This design comes from an exercise in tuning for small area on the open sky130 flow, not from production work.
Where RTL was checked, it was by simulation tests only, not by an equivalence proof against the original.
No activity file was given, so power comes from the tool's default toggle rates.

## towerSceneTop
module towerSceneTop (
	input logic clk,
	input logic resetN,
	input logic startOfFrame,
	input logic pause,
	input logic [21:0] pixel,  
	output logic [7:0] rgb,
	output logic towerPixel
);
For scale: about 1900 cells after synthesis, ~0.015 mm2 of cells after synthesis.
clock: 8.0 ns
lec_check: 0
cap_margin: 20
core_margin: 2
core_utilization: 40
slew_margin: 20
standard.sh (not shown) runs the stock make flow with config.mk's settings and CLKGATE_MAP_FILE= SYNTH_SCRIPT=/design/flow/synth_recipe.tcl, a recipe that flattens the netlist after the stock synthesis.
==> flow/flow/run.sh <==
#!/bin/bash
# Layout flow: the standard synthesis unchanged, then an area re-mapping of its
# combinational cells with ABC (every register cell kept as it is, same instance and
# type), checked equal to the standard netlist by Yosys; then the standard ORFS flow from
# the floorplan on, with buf_1 cells as the port buffers.
# Each tool writes its full output to a log of its own in this folder.
set -euo pipefail
HERE=$PWD
R=$HERE/orfs/results/$FLOW_PLATFORM/towerSceneTop/base
LIB=$FLOW_HOME/platforms/$FLOW_PLATFORM/lib/sky130_fd_sc_hd__tt_025C_1v80.lib

# 1. standard synthesis
bash standard.sh $R/1_2_yosys.v > synth.log 2>&1
cp $R/1_2_yosys.v std_1_2_yosys.v

# 2. re-map the combinational logic for area
DONT=""
for c in $(grep -o 'cell *( *"\?sky130_fd_sc_hd__\(lpflow\|probe\)[a-z0-9_]*' $LIB | grep -o 'sky130_fd_sc_hd__[a-z0-9_]*' | sort -u); do
	DONT="$DONT -dont_use $c"
done
FFS=$(grep -o 'sky130_fd_sc_hd__[a-z0-9_]*' std_1_2_yosys.v | sort -u | grep -E '__(df|edf|sdf|dl)' | tr '\n' ' ')
cp flow/resyn.abc resyn.abc
cat > resyn.ys <<EOS
read_liberty -overwrite -setattr liberty_cell -ignore_miss_func $LIB
read_verilog std_1_2_yosys.v
hierarchy -top $FLOW_TOP
setattr -mod -set blackbox 1 $FFS
flatten
opt_clean
techmap
opt -fast
abc -script $HERE/resyn.abc -liberty $LIB $DONT
opt_clean
setundef -zero
splitnets
opt_clean -purge
hilomap -singleton -hicell sky130_fd_sc_hd__conb_1 HI -locell sky130_fd_sc_hd__conb_1 LO
insbuf -buf sky130_fd_sc_hd__buf_4 A X
opt_clean -purge
tee -o resyn_stat.txt stat -liberty $LIB
write_verilog -noattr -nohex -nodec resyn_1_2_yosys.v
EOS
USE=std
if yosys -s resyn.ys > resyn.log 2>&1; then
	# prove the new netlist equal to the standard one: every register cell cut into ports
	# (paired by instance name), then ABC proves the combinational miter unsatisfiable
	python3 flow/cutff.py std_1_2_yosys.v eq_gold.v
	python3 flow/cutff.py resyn_1_2_yosys.v eq_gate.v
	sed -i 's/\b_\([0-9][0-9]*\)_\b/zz\1_/g' eq_gate.v
	cat > equiv.ys <<EOS
read_liberty -overwrite -ignore_miss_func $LIB
read_verilog eq_gold.v
rename $FLOW_TOP gold
read_verilog eq_gate.v
rename $FLOW_TOP gate
flatten
opt_clean
miter -equiv -flatten gold gate miter
hierarchy -top miter
flatten
opt_clean
setundef -zero
techmap
aigmap
opt_clean
write_aiger miter.aig
EOS
	if yosys -s equiv.ys > equiv.log 2>&1; then
		yosys-abc -c "read miter.aig; print_stats; strash; iprove" > equiv_abc.log 2>&1 || true
		if grep -q '^UNSATISFIABLE' equiv_abc.log; then
			USE=resyn
		fi
	fi
fi
echo "netlist used: $USE" > netlist_used.txt
if [[ $USE == resyn ]]; then
	cp resyn_1_2_yosys.v $R/1_2_yosys.v
	touch $R/1_2_yosys.v
fi

# 3. the rest of the standard flow
export BUFFER_PORTS_ARGS="-buffer_cell sky130_fd_sc_hd__buf_1"
export CTS_ARGS="-sink_clustering_enable -repair_clock_nets -dont_use_dummy_load"
bash standard.sh > layout.log 2>&1
Other scripts of this flow, unchanged in this note and not shown: flow/flow/cutff.py, flow/flow/resyn.abc
==> next run, changes <==
--- a/flow/flow/run.sh
+++ b/flow/flow/run.sh
@@ -82,3 +82,3 @@
 export BUFFER_PORTS_ARGS="-buffer_cell sky130_fd_sc_hd__buf_1"
-export CTS_ARGS="-sink_clustering_enable -repair_clock_nets -dont_use_dummy_load"
+export CTS_ARGS="-sink_clustering_enable -repair_clock_nets -dont_use_dummy_load -buf_list {sky130_fd_sc_hd__clkbuf_8} -root_buf sky130_fd_sc_hd__clkbuf_16 -sink_clustering_size 12 -sink_clustering_max_diameter 60"
 bash standard.sh > layout.log 2>&1
What happened: The new run completed with no timing, DRC or antenna violations. Global-route usage hardly moves. Clock power is lower by a quarter to a third. Total power decreases by a few percent. Final area fell slightly. Die area is unchanged. Wire length barely changes.
==> next run, changes <==
--- a/flow/flow/run.sh
+++ b/flow/flow/run.sh
@@ -82,3 +82,2 @@
 export BUFFER_PORTS_ARGS="-buffer_cell sky130_fd_sc_hd__buf_1"
-export CTS_ARGS="-sink_clustering_enable -repair_clock_nets -dont_use_dummy_load -buf_list {sky130_fd_sc_hd__clkbuf_8} -root_buf sky130_fd_sc_hd__clkbuf_16 -sink_clustering_size 12 -sink_clustering_max_diameter 60"
 bash standard.sh > layout.log 2>&1
What happened: Cell count is higher by about 1%. Clock-buffer cell count climbs by 15. Clock power increases by about 70%. Via count rose by 1.4%.
No functional check of the RTL was part of any run of this note.

* * *

The RTL this note starts from:
==> flow/design.v <==
package gamePkg;
	localparam int GROUND_Y = 440;  
	localparam int TOWER_W = 28;
	localparam int TOWER_H = 58;
	localparam int MAX_TOWERS = 10;
	localparam int TOWERS_WAIT = 100;  
	localparam int PARKED_TY = 481;  
	localparam int SPAWN_TY = -58;  
	localparam int SPAWN_MARGIN = 64;
	localparam logic [15:0] LFSR_SEED = 16'hACE1;
	localparam logic [15:0] LFSR_TAPS = 16'hB400;
	localparam logic [7:0] SKY_COLOR = 8'h5F;  
	localparam logic [7:0] GROUND_COLOR = 8'h8C;  
	localparam logic [7:0] WALL_COLOR = 8'h92;  
	localparam logic [7:0] WINDOW_COLOR = 8'hFC;  
endpackage
module spawnPosition (
	input logic clk,
	input logic resetN,
	input logic startOfFrame,
	output logic [8:0] column
);
	logic [15:0] lfsr;
	always_ff @(posedge clk or negedge resetN) begin
		if (!resetN) begin
			lfsr <= gamePkg::LFSR_SEED;
		end else if (startOfFrame) begin
			lfsr <= (lfsr >> 1) ^ (lfsr[0] ? gamePkg::LFSR_TAPS : 16'h0000);
		end
	end
	assign column = lfsr[8:0];
endmodule
module towerField (
	input logic clk,
	input logic resetN,
	input logic startOfFrame,
	input logic pause,
	input logic [10:0] px,
	input logic [10:0] py,
	input logic [8:0] column,
	output logic tower,
	output logic alt
);
	localparam int N = gamePkg::MAX_TOWERS;
	localparam logic [9:0] SPAWN_ROW = 10'(gamePkg::SPAWN_TY + 64);
	localparam logic [9:0] SPAWN_ROWN = ~SPAWN_ROW;
	logic [3:0] spawned;  
	logic fresh;  
	logic [6:0] addTimer;
	logic [3:0] count;
	assign count = spawned + {3'b000, fresh};
	always_ff @(posedge clk or negedge resetN) begin
		if (!resetN) begin
			spawned <= '0;
			fresh <= 1'b1;
			addTimer <= 7'(gamePkg::TOWERS_WAIT);
		end else if (startOfFrame) begin
			spawned <= count;
			fresh <= (addTimer == '0) && (count != 4'(N));
			if (addTimer != '0) begin
				addTimer <= addTimer - 1'b1;
			end else begin
				addTimer <= 7'(gamePkg::TOWERS_WAIT);
			end
		end
	end
	logic [11:0] xs;
	logic [11:0] ys;
	logic xIn;
	logic yIn;
	assign xs = {1'b0, px} - 12'd64;
	assign ys = {1'b0, py} + 12'd64;
	assign xIn = xs[11:10] == 2'b00;
	assign yIn = ys[11:10] == 2'b00;
	logic valid [N];
	logic hitT [N];
	logic opaqueT [N];
	logic windowT [N];
	genvar i;
	generate
		for (i = 0; i < N; i++) begin : g_tower
			logic [8:0] colN;
			logic [9:0] rowN;
			logic [3:0] frac;
			logic respawn;
			logic respawnNow;
			logic fall;
			logic carry;
			logic [10:0] inc;  
			logic [9:0] sx;  
			logic [10:0] cx;
			logic [9:0] sy;  
			logic [10:0] cy;
			logic hitX;
			logic hitY;
			assign valid[i] = spawned > 4'(i);
			assign respawn = !valid[i] || !(rowN[9] || rowN[5]);
			assign respawnNow = startOfFrame && respawn;
			assign fall = startOfFrame && !pause;
			always_ff @(posedge clk) begin
				if (respawnNow) begin
					colN <= ~column;
				end
			end
			assign carry = frac[3] || (frac[2] && frac[1] && frac[0]);
			assign inc[0] = fall && !carry;
			assign inc[1] = fall && (carry || !rowN[0]);
			for (genvar b = 2; b < 11; b++) begin : g_inc
				assign inc[b] = inc[b - 1] && !rowN[b - 1];
			end
			always_ff @(posedge clk) begin
				if (respawnNow) begin
					rowN <= SPAWN_ROWN;
					frac <= '0;
				end else begin
					rowN <= rowN ^ inc[9:0];
					frac[0] <= frac[0] ^ fall;
					frac[1] <= frac[1] ^ (fall && frac[0]);
					frac[2] <= frac[2] ^ (fall && frac[0] && frac[1]);
					frac[3] <= frac[3] ^ (fall && !(frac[0] && frac[1] && frac[2]));
				end
			end
			assign cx[0] = 1'b1;
			for (genvar b = 0; b < 9; b++) begin : g_ax
				assign sx[b] = xs[b] ^ colN[b] ^ cx[b];
				assign cx[b + 1] = (xs[b] && colN[b]) || (cx[b] && (xs[b] || colN[b]));
			end
			assign sx[9] = !(xs[9] ^ cx[9]);
			assign cx[10] = xs[9] || cx[9];
			assign hitX = xIn && cx[10] && (sx[9:5] == 5'h00) && !(sx[4] && sx[3] && sx[2]);
			assign cy[0] = 1'b1;
			for (genvar b = 0; b < 10; b++) begin : g_ay
				assign sy[b] = ys[b] ^ rowN[b] ^ cy[b];
				assign cy[b + 1] = (ys[b] && rowN[b]) || (cy[b] && (ys[b] || rowN[b]));
			end
			assign hitY = yIn && cy[10] && (sy[9:6] == 4'h0)
				&& !(sy[5] && sy[4] && sy[3] && (sy[2] || sy[1]));
			assign hitT[i] = valid[i] && hitX && hitY;
			towerShape u_shape (
				.ox (sx[4:0]),
				.oy (sy[5:0]),
				.opaque (opaqueT[i]),
				.window (windowT[i])
			);
		end
	endgenerate
	logic [10:0] parkedDy;
	logic parkedHit;
	logic parkedOpaque;
	logic parkedWindow;
	assign parkedDy = py - 11'(gamePkg::PARKED_TY);
	assign parkedHit = fresh && (px[10:5] == '0) && !(px[4] && px[3] && px[2])
		&& (py >= 11'(gamePkg::PARKED_TY)) && (py < 11'(gamePkg::PARKED_TY + gamePkg::TOWER_H));
	towerShape u_parkedShape (
		.ox (px[4:0]),
		.oy (parkedDy[5:0]),
		.opaque (parkedOpaque),
		.window (parkedWindow)
	);
	logic towerNext;
	logic altNext;
	always_comb begin
		logic anyHit;
		logic op;
		logic win;
		anyHit = 1'b0;
		op = 1'b0;
		win = 1'b0;
		for (int k = 0; k < N; k++) begin
			if (hitT[k]) begin
				anyHit = 1'b1;
				op = opaqueT[k];
				win = windowT[k];
			end
		end
		if (parkedHit) begin
			anyHit = 1'b1;
			op = parkedOpaque;
			win = parkedWindow;
		end
		towerNext = anyHit && op;
		altNext = towerNext ? win : (py >= 11'(gamePkg::GROUND_Y));
	end
	always_ff @(posedge clk or negedge resetN) begin
		if (!resetN) begin
			tower <= 1'b0;
			alt <= 1'b0;
		end else begin
			tower <= towerNext;
			alt <= altNext;
		end
	end
endmodule
module towerShape (
	input logic [4:0] ox,  
	input logic [5:0] oy,  
	output logic opaque,
	output logic window
);
	assign opaque = !((oy < 6'd6) && ox[2]);
	assign window = (oy >= 6'd20) && (oy < 6'd28) && (ox >= 5'd10) && (ox < 5'd18);
endmodule
module pixelMux (
	input logic clk,
	input logic resetN,
	input logic tower,
	input logic alt,
	output logic [7:0] rgb,
	output logic towerPixel
);
	logic [1:0] stage2;
	logic [1:0] stage3;
	always_ff @(posedge clk or negedge resetN) begin
		if (!resetN) begin
			stage2 <= '0;
			stage3 <= '0;
		end else begin
			stage2 <= {tower, alt};
			stage3 <= stage2;
		end
	end
	always_comb begin
		case (stage3)
			2'b00: rgb = gamePkg::SKY_COLOR;
			2'b01: rgb = gamePkg::GROUND_COLOR;
			2'b10: rgb = gamePkg::WALL_COLOR;
			default: rgb = gamePkg::WINDOW_COLOR;
		endcase
	end
	assign towerPixel = stage3[1];
endmodule
module towerSceneTop (
	input logic clk,
	input logic resetN,
	input logic startOfFrame,
	input logic pause,
	input logic [21:0] pixel,  
	output logic [7:0] rgb,
	output logic towerPixel
);
	logic [8:0] column;
	logic tower;
	logic alt;
	spawnPosition u_spawnPosition (
		.clk (clk),
		.resetN (resetN),
		.startOfFrame (startOfFrame),
		.column (column)
	);
	towerField u_towerField (
		.clk (clk),
		.resetN (resetN),
		.startOfFrame (startOfFrame),
		.pause (pause),
		.px (pixel[21:11]),
		.py (pixel[10:0]),
		.column (column),
		.tower (tower),
		.alt (alt)
	);
	pixelMux u_pixelMux (
		.clk (clk),
		.resetN (resetN),
		.tower (tower),
		.alt (alt),
		.rgb (rgb),
		.towerPixel (towerPixel)
	);
endmodule
Settings: LEC_CHECK=0, CAP_MARGIN=0, CORE_MARGIN=2, CORE_UTILIZATION=40, GPL_TIMING_DRIVEN=0, SLEW_MARGIN=0; clock period 8.0 ns.
==> flow/flow/run.sh <==
#!/bin/bash
# Layout flow: the standard synthesis unchanged, then an area re-mapping of its
# combinational cells with ABC (every register cell kept as it is, same instance and
# type), checked equal to the standard netlist by Yosys; then the standard ORFS flow from
# the floorplan on, with buf_1 cells as the port buffers.
# Each tool writes its full output to a log of its own in this folder.
set -euo pipefail
HERE=$PWD
R=$HERE/orfs/results/$FLOW_PLATFORM/towerSceneTop/base
LIB=$FLOW_HOME/platforms/$FLOW_PLATFORM/lib/sky130_fd_sc_hd__tt_025C_1v80.lib

# 1. standard synthesis
bash standard.sh $R/1_2_yosys.v > synth.log 2>&1
cp $R/1_2_yosys.v std_1_2_yosys.v

# 2. re-map the combinational logic for area
DONT=""
for c in $(grep -o 'cell *( *"\?sky130_fd_sc_hd__\(lpflow\|probe\)[a-z0-9_]*' $LIB | grep -o 'sky130_fd_sc_hd__[a-z0-9_]*' | sort -u); do
	DONT="$DONT -dont_use $c"
done
FFS=$(grep -o 'sky130_fd_sc_hd__[a-z0-9_]*' std_1_2_yosys.v | sort -u | grep -E '__(df|edf|sdf|dl)' | tr '\n' ' ')
cp flow/resyn.abc resyn.abc
cat > resyn.ys <<EOS
read_liberty -overwrite -setattr liberty_cell -ignore_miss_func $LIB
read_verilog std_1_2_yosys.v
hierarchy -top $FLOW_TOP
setattr -mod -set blackbox 1 $FFS
flatten
opt_clean
techmap
opt -fast
abc -script $HERE/resyn.abc -liberty $LIB $DONT
opt_clean
setundef -zero
splitnets
opt_clean -purge
hilomap -singleton -hicell sky130_fd_sc_hd__conb_1 HI -locell sky130_fd_sc_hd__conb_1 LO
insbuf -buf sky130_fd_sc_hd__buf_4 A X
opt_clean -purge
tee -o resyn_stat.txt stat -liberty $LIB
write_verilog -noattr -nohex -nodec resyn_1_2_yosys.v
EOS
USE=std
if yosys -s resyn.ys > resyn.log 2>&1; then
	# prove the new netlist equal to the standard one: every register cell cut into ports
	# (paired by instance name), then ABC proves the combinational miter unsatisfiable
	python3 flow/cutff.py std_1_2_yosys.v eq_gold.v
	python3 flow/cutff.py resyn_1_2_yosys.v eq_gate.v
	sed -i 's/\b_\([0-9][0-9]*\)_\b/zz\1_/g' eq_gate.v
	cat > equiv.ys <<EOS
read_liberty -overwrite -ignore_miss_func $LIB
read_verilog eq_gold.v
rename $FLOW_TOP gold
read_verilog eq_gate.v
rename $FLOW_TOP gate
flatten
opt_clean
miter -equiv -flatten gold gate miter
hierarchy -top miter
flatten
opt_clean
setundef -zero
techmap
aigmap
opt_clean
write_aiger miter.aig
EOS
	if yosys -s equiv.ys > equiv.log 2>&1; then
		yosys-abc -c "read miter.aig; print_stats; strash; iprove" > equiv_abc.log 2>&1 || true
		if grep -q '^UNSATISFIABLE' equiv_abc.log; then
			USE=resyn
		fi
	fi
fi
echo "netlist used: $USE" > netlist_used.txt
if [[ $USE == resyn ]]; then
	cp resyn_1_2_yosys.v $R/1_2_yosys.v
	touch $R/1_2_yosys.v
fi

# 3. the rest of the standard flow
export BUFFER_PORTS_ARGS="-buffer_cell sky130_fd_sc_hd__buf_1"
export CTS_ARGS="-sink_clustering_enable -repair_clock_nets -dont_use_dummy_load -buf_list {sky130_fd_sc_hd__clkbuf_8} -root_buf sky130_fd_sc_hd__clkbuf_8 -sink_clustering_size 16 -sink_clustering_max_diameter 80"
bash standard.sh > layout.log 2>&1
Other scripts of this flow, unchanged in this note and not shown: flow/flow/cutff.py, flow/flow/resyn.abc
The starting point ran to the end with no violations.
Rerun with:
- CAP_MARGIN: 0 -> 10
- SLEW_MARGIN: 0 -> 10
Effect: Setup slack is about the same. Die area is unchanged. Synthesized area is unchanged. Critical path depth is higher by 3. Total power is higher by 0.40%. Maximum frequency hardly moves. Worst hold slack barely changes. Wire length hardly moves. First-iteration DRC count is higher by 3.0%.
Rerun with:
- CAP_MARGIN: 10 -> 20
- CORE_UTILIZATION: 40 -> 60
- SLEW_MARGIN: 10 -> 20
The new run ran to the end with no violations.
Register-to-register slack barely changes.
Core utilization grows by 21 points.
Power fell by 0.84%.
Sequential power stays flat.
Sequential share of layout area is higher by 0.60 points.
Worst setup slack degrades by 0.17 ns.
Cell count goes down by 6.3%.
Rerun with:
--- a/flow/flow/run.sh
+++ b/flow/flow/run.sh
@@ -83 +83 @@
-export CTS_ARGS="-sink_clustering_enable -repair_clock_nets -dont_use_dummy_load -buf_list {sky130_fd_sc_hd__clkbuf_8} -root_buf sky130_fd_sc_hd__clkbuf_8 -sink_clustering_size 16 -sink_clustering_max_diameter 80"
+export CTS_ARGS="-sink_clustering_enable -repair_clock_nets -dont_use_dummy_load -buf_list {sky130_fd_sc_hd__clkbuf_8} -root_buf sky130_fd_sc_hd__clkbuf_16 -sink_clustering_size 12 -sink_clustering_max_diameter 60"
- CORE_UTILIZATION: 60 -> 40
Via count goes down slightly; routed wire length came out higher by a few percent; utilization went down by 21 points; die area is higher by well over a third; fmax rises by a few percent; synthesized cell count does not change.

[re-timing with driven ports]
The flow's constraints put no driver on any port. The routed layouts listed below were extracted and timed again, unchanged, in two steps.
Step 1 (the two cells are an assumption about what drives the block):
set clk [get_ports {clk}]
set_driving_cell -lib_cell sky130_fd_sc_hd__clkbuf_16 $clk
set_driving_cell -lib_cell sky130_fd_sc_hd__buf_2 [delete_from_list [all_inputs] $clk]
Step 2 also shifts input and output timing later by t, the mid clock arrival at the registers, as if the neighbouring blocks saw the same clock.
Slacks: ideal / step 1 / step 2; pairs: ideal / step 1.
run	shift t [ns]	slack for setup (ns)	hold slack, ns
the first run of note 1	0.620	1.347 / 1.378 / 0.758	0.350 / 0.350 / 0.350
the second run of note 1	0.565	1.323 / 1.354 / 0.790	0.356 / 0.356 / 0.356
the third run of note 1	0.633	1.411 / 1.442 / 0.808	0.351 / 0.351 / 0.351
the first run of note 2	0.601	0.478 / 0.502 / -0.099	0.353 / 0.353 / 0.353
the second run of note 2	0.606	0.479 / 0.509 / -0.097	0.353 / 0.353 / 0.353
the third run of note 2	0.595	0.306 / 0.329 / -0.265	0.362 / 0.362 / 0.362
the fourth run of note 2	0.560	0.465 / 0.493 / -0.067	0.334 / 0.334 / 0.334
Met with ideal ports but missed after step 2: setup timing in the first run of note 2, the second run of note 2, the third run of note 2 and the fourth run of note 2. For the third run of note 1, which loses most, drivers alone change the setup slack by +0.031 ns; drivers and shift together by -0.603 ns.
